This is an optimization exercise on Yosys and OpenROAD, whose aim is small area and a short achievable clock period, not a production implementation.

## run A
Design dmem_responder, start of the top module:
module dmem_responder #(
  parameter int WAIT_CYCLES = 1,
  parameter int DEPTH       = dmem_pkg::DMEM_DEPTH
) (
  input  logic        clk,
  input  logic        rst_n,
  input  logic        req,
  input  logic        we,
  input  logic [7:0]  addr,
  input  logic [31:0] wdata,
  input  logic [3:0]  be,
  output logic [31:0] rdata,
  output logic        ack,
  output logic        err
);
  localparam int AW = $clog2(DEPTH);
  logic        busy_r, resp_r, mis_r;
  logic        ack_r, err_r;
  logic        idle_s, accept_s, mis_in_s, go_s;
  logic [3:0]  be_s;
  logic [7:0]       wa_r, wb_r;
  logic [31:0]      cap_wdata_r;
  logic [3:0]       wlane_r;
  logic             rd_r;
  logic [DEPTH-1:0] rsel_r;
  logic [31:0]      rnext_s;
  logic [31:0]      rdata_r;
  assign idle_s   = ~(busy_r | resp_r | mis_r);
  assign accept_s = idle_s & req;
  assign mis_in_s = |addr[1:0];
  assign go_s     = accept_s & ~mis_in_s;
  assign be_s     = be;
  always_ff @(posedge clk or negedge rst_n) begin
    if (!rst_n) begin
      busy_r  <= 1'b0;
      resp_r  <= 1'b0;
      mis_r   <= 1'b0;
      ack_r   <= 1'b0;
      err_r   <= 1'b0;
      wlane_r <= 4'b0000;
      rd_r    <= 1'b0;
      rsel_r  <= '0;
    end else begin
  ...
==> module dmem_wdec, before the edit <==
module dmem_wdec (
  input  logic a,
  input  logic b,
  input  logic c,
  output logic s,
  output logic sn
);
  assign s  = a & b & c;
  assign sn = ~(a & b & c);
endmodule
==> module dmem_array, before the edit <==
module dmem_array #(
  parameter int DEPTH = 64
) (
  input  logic             clk,
  input  logic             rst_n,
  input  logic [7:0]       wa,        
  input  logic [7:0]       wb,        
  input  logic [3:0]       wlane,     
  input  logic [31:0]      wdata,
  input  logic [DEPTH-1:0] rsel,      
  input  logic             rd,        
  output logic [31:0]      rnext      
);
  logic [31:0] mem_q [DEPTH];
  logic [31:0] rdata_r;
  logic [31:0] t1_n [33];    
  logic [31:0] t2 [9];       
  logic [31:0] t3_n [3];     
  logic [31:0] rmux_s;
  for (genvar k = 0; k < DEPTH; k++) begin : g_word
    for (genvar l = 0; l < 4; l++) begin : g_lane
      logic s, sn;
      dmem_wdec u_dec (
        .a (wa[k / 8]),
        .b (wb[k % 8]),
        .c (wlane[l]),
        .s (s),
        .sn(sn)
      );
      dmem_lane u_lane (
        .clk(clk),
        .s  (s),
        .sn (sn),
        .d  (wdata[8*l +: 8]),
        .q  (mem_q[k][8*l +: 8])
      );
    end
  end
  for (genvar j = 0; j < DEPTH / 2; j++) begin : g_rd1
    dmem_rd2 u_rd (
      .a (mem_q[2*j]), .b (mem_q[2*j+1]),
      .sa(rsel[2*j]), .sb(rsel[2*j+1]),
      .y_n(t1_n[j])
    );
  end
  dmem_nand2 u_hold (.a({32{~rd}}), .b(rdata_r), .y(t1_n[32]));
  for (genvar j = 0; j < 6; j++) begin : g_rd2
    dmem_nand4 u_g (.a(t1_n[4*j]), .b(t1_n[4*j+1]), .c(t1_n[4*j+2]),
                    .d(t1_n[4*j+3]), .y(t2[j]));
  end
  for (genvar j = 0; j < 3; j++) begin : g_rd2b
    dmem_nand3 u_g (.a(t1_n[24+3*j]), .b(t1_n[24+3*j+1]), .c(t1_n[24+3*j+2]),
                    .y(t2[6+j]));
  end
  for (genvar j = 0; j < 3; j++) begin : g_rd3
    dmem_nor3 u_g (.a(t2[3*j]), .b(t2[3*j+1]), .c(t2[3*j+2]), .y(t3_n[j]));
  end
  dmem_nand3 u_rd4 (.a(t3_n[0]), .b(t3_n[1]), .c(t3_n[2]), .y(rmux_s));
  always_ff @(posedge clk or negedge rst_n) begin
    if (!rst_n) begin
      rdata_r <= 32'h0000_0000;
    end else begin
      rdata_r <= rmux_s;
    end
  end
  assign rnext = rmux_s;
endmodule
==> module dmem_responder, before the edit <==
module dmem_responder #(
  parameter int WAIT_CYCLES = 1,
  parameter int DEPTH       = dmem_pkg::DMEM_DEPTH
) (
  input  logic        clk,
  input  logic        rst_n,
  input  logic        req,
  input  logic        we,
  input  logic [7:0]  addr,
  input  logic [31:0] wdata,
  input  logic [3:0]  be,
  output logic [31:0] rdata,
  output logic        ack,
  output logic        err
);
  localparam int AW = $clog2(DEPTH);
  logic        busy_r, resp_r, mis_r;
  logic        ack_r, err_r;
  logic        idle_s, accept_s, mis_in_s, go_s;
  logic [3:0]  be_s;
  logic [7:0]       wa_r, wb_r;
  logic [31:0]      cap_wdata_r;
  logic [3:0]       wlane_r;
  logic             rd_r;
  logic [DEPTH-1:0] rsel_r;
  logic [31:0]      rnext_s;
  logic [31:0]      rdata_r;
  assign idle_s   = ~(busy_r | resp_r | mis_r);
  assign accept_s = idle_s & req;
  assign mis_in_s = |addr[1:0];
  assign go_s     = accept_s & ~mis_in_s;
  assign be_s     = be;
  always_ff @(posedge clk or negedge rst_n) begin
    if (!rst_n) begin
      busy_r  <= 1'b0;
      resp_r  <= 1'b0;
      mis_r   <= 1'b0;
      ack_r   <= 1'b0;
      err_r   <= 1'b0;
      wlane_r <= 4'b0000;
      rd_r    <= 1'b0;
      rsel_r  <= '0;
    end else begin
      busy_r  <= go_s;
      mis_r   <= accept_s & mis_in_s;
      resp_r  <= busy_r;
      ack_r   <= resp_r | mis_r;
      err_r   <= mis_r;
      wlane_r <= {4{go_s & we}} & be_s;
      rd_r    <= go_s & ~we;
      for (int k = 0; k < DEPTH; k++) begin
        rsel_r[k] <= go_s & ~we & (addr[2 +: AW] == AW'(k));
      end
    end
  end
  always_ff @(posedge clk) begin
    for (int i = 0; i < 8; i++) begin
      wa_r[i] <= (addr[7:5] == 3'(i));
      wb_r[i] <= (addr[4:2] == 3'(i));
    end
    cap_wdata_r <= wdata;
  end
  dmem_array #(.DEPTH(DEPTH)) u_array (
    .clk  (clk),
    .rst_n(rst_n),
    .wa   (wa_r),
    .wb   (wb_r),
    .wlane(wlane_r),
    .wdata(cap_wdata_r),
    .rsel (rsel_r),
    .rd   (rd_r),
    .rnext(rnext_s)
  );
  always_ff @(posedge clk or negedge rst_n) begin
    if (!rst_n) begin
      rdata_r <= 32'h0000_0000;
    end else begin
      rdata_r <= rnext_s;
    end
  end
  assign rdata = rdata_r;
  assign ack = ack_r;
  assign err = err_r;
endmodule
make LEC_CHECK=0 CAP_MARGIN=20 CORE_MARGIN=2 CORE_UTILIZATION=65 CTS_CLUSTER_DIAMETER=70 CTS_CLUSTER_SIZE=24 SETUP_SLACK_MARGIN=2.7 SLEW_MARGIN=20 SYNTH_HIERARCHICAL=1 finish   # period 5.0 ns
run.sh (not shown) runs the stock make flow with config.mk's settings and CLKGATE_MAP_FILE= SYNTH_SCRIPT=/design/flow/synth_recipe.tcl, a recipe that flattens the netlist after the stock synthesis.
Changes in run B relative to run A:
-- flow/design.v --
<<< run A, line 16
  input  logic a,
  input  logic b,
  input  logic c,
  output logic s,
  output logic sn
);
  assign s  = a & b & c;
  assign sn = ~(a & b & c);
endmodule
module dmem_rd2 (
>>> run B, line 16
  input  logic a,
  input  logic b,
  output logic s,
  output logic sn
);
  assign s  = a & b;
  assign sn = ~(a & b);
endmodule
module dmem_rd2 (
<<< run A, line 70
  input  logic             rst_n,
  input  logic [7:0]       wa,        
  input  logic [7:0]       wb,        
  input  logic [3:0]       wlane,     
  input  logic [31:0]      wdata,
  input  logic [DEPTH-1:0] rsel,      
>>> run B, line 69
  input  logic             rst_n,
  input  logic [7:0]       wa,        
  input  logic [31:0]      wbl,       
  input  logic [31:0]      wdata,
  input  logic [DEPTH-1:0] rsel,      
<<< run A, line 88
      dmem_wdec u_dec (
        .a (wa[k / 8]),
        .b (wb[k % 8]),
        .c (wlane[l]),
        .s (s),
        .sn(sn)
>>> run B, line 86
      dmem_wdec u_dec (
        .a (wa[k / 8]),
        .b (wbl[8*l + k % 8]),
        .s (s),
        .sn(sn)
<<< run A, line 147
);
  localparam int AW = $clog2(DEPTH);
  logic        busy_r, resp_r, mis_r;
  logic        ack_r, err_r;
  logic        idle_s, accept_s, mis_in_s, go_s;
  logic [3:0]  be_s;
  logic [7:0]       wa_r, wb_r;
  logic [31:0]      cap_wdata_r;
  logic [3:0]       wlane_r;
  logic             rd_r;
  logic [DEPTH-1:0] rsel_r;
  logic [31:0]      rnext_s;
  logic [31:0]      rdata_r;
  assign idle_s   = ~(busy_r | resp_r | mis_r);
  assign accept_s = idle_s & req;
  assign mis_in_s = |addr[1:0];
  assign go_s     = accept_s & ~mis_in_s;
  assign be_s     = be;
  always_ff @(posedge clk or negedge rst_n) begin
    if (!rst_n) begin
      busy_r  <= 1'b0;
      resp_r  <= 1'b0;
>>> run B, line 144
);
  localparam int AW = $clog2(DEPTH);
  logic        idle_r, busy_r, resp_r, mis_r;
  logic        ack_r, err_r;
  logic        accept_s, mis_in_s, go_s, rgo_s;
  logic [3:0]  be_s;
  logic [7:0]       wa_r;
  logic [31:0]      cap_wdata_r;
  logic [31:0]      wbl_r;
  logic [7:0]       ahi_s, alo_s;
  logic             rd_r;
  logic [DEPTH-1:0] rsel_r;
  logic [31:0]      rnext_s;
  logic [31:0]      rdata_r;
  assign accept_s = idle_r & req;
  assign mis_in_s = |addr[1:0];
  assign go_s     = accept_s & ~mis_in_s;
  assign rgo_s    = go_s & ~we;
  always_comb begin
    for (int i = 0; i < 8; i++) begin
      ahi_s[i] = (addr[7:5] == 3'(i));
      alo_s[i] = (addr[4:2] == 3'(i));
    end
  end
  assign be_s     = be;
  always_ff @(posedge clk or negedge rst_n) begin
    if (!rst_n) begin
      idle_r  <= 1'b1;
      busy_r  <= 1'b0;
      resp_r  <= 1'b0;
<<< run A, line 170
      ack_r   <= 1'b0;
      err_r   <= 1'b0;
      wlane_r <= 4'b0000;
      rd_r    <= 1'b0;
      rsel_r  <= '0;
    end else begin
      busy_r  <= go_s;
      mis_r   <= accept_s & mis_in_s;
>>> run B, line 175
      ack_r   <= 1'b0;
      err_r   <= 1'b0;
      wbl_r   <= '0;
      rd_r    <= 1'b0;
      rsel_r  <= '0;
    end else begin
      idle_r  <= (idle_r & ~req) | resp_r | mis_r;
      busy_r  <= go_s;
      mis_r   <= accept_s & mis_in_s;
<<< run A, line 179
      ack_r   <= resp_r | mis_r;
      err_r   <= mis_r;
      wlane_r <= {4{go_s & we}} & be_s;
      rd_r    <= go_s & ~we;
      for (int k = 0; k < DEPTH; k++) begin
        rsel_r[k] <= go_s & ~we & (addr[2 +: AW] == AW'(k));
      end
    end
  end
  always_ff @(posedge clk) begin
    for (int i = 0; i < 8; i++) begin
      wa_r[i] <= (addr[7:5] == 3'(i));
      wb_r[i] <= (addr[4:2] == 3'(i));
    end
    cap_wdata_r <= wdata;
  end
>>> run B, line 185
      ack_r   <= resp_r | mis_r;
      err_r   <= mis_r;
      for (int l = 0; l < 4; l++) begin
        wbl_r[8*l +: 8] <= {8{go_s & we & be_s[l]}} & alo_s;
      end
      rd_r    <= rgo_s;
      for (int k = 0; k < DEPTH; k++) begin
        rsel_r[k] <= rgo_s & ahi_s[k / 8] & alo_s[k % 8];
      end
    end
  end
  always_ff @(posedge clk) begin
    wa_r        <= ahi_s;
    cap_wdata_r <= wdata;
  end
<<< run A, line 197
    .rst_n(rst_n),
    .wa   (wa_r),
    .wb   (wb_r),
    .wlane(wlane_r),
    .wdata(cap_wdata_r),
    .rsel (rsel_r),
>>> run B, line 202
    .rst_n(rst_n),
    .wa   (wa_r),
    .wbl  (wbl_r),
    .wdata(cap_wdata_r),
    .rsel (rsel_r),
--- outcome ---
- Run B has more setup slack than run A.
- Run B ended with more area used by sequential logic in the layout than run A.
- Part of the cycle the worst path needs: run B vs run A down 0.24 points
- Changes observed in run B relative to run A: utilization of the core after routing increased 0.16 points; number of flip-flops and latches increased 21.
No functional check of the RTL was part of any run of this note.

==> re-timing with driven ports <==
How much do the figures lean on ideal ports? The routed layouts below were timed once more, with nothing changed but the port constraints. Step 1 sets driving cells, clkbuf_16 on the clock port and buf_2 on the other inputs (assumed; they add their load-dependent delay and slew). Step 2, shift: input delay + t, output delay - t, t = (earliest + latest rising clock arrival at the registers) / 2. This alone moves slack from input paths to output paths. Slacks: no drivers / after step 1 / after step 2; pairs: no drivers / after step 1.
run	shift t [ns]	setup WS [ns]	worst hold slack (ns)	worst data-port slew with drivers (ns)
run A	0.857	2.552 / 2.476 / 2.008	0.166 / 0.137 / 0.393	0.06
run B	0.869	2.564 / 2.478 / 2.118	0.089 / 0.089 / 0.360	0.08
After both steps setup and hold are still met in every run listed. The setup slack of run A, which loses most, moves by -0.076 ns with the drivers and by -0.544 ns with both steps.
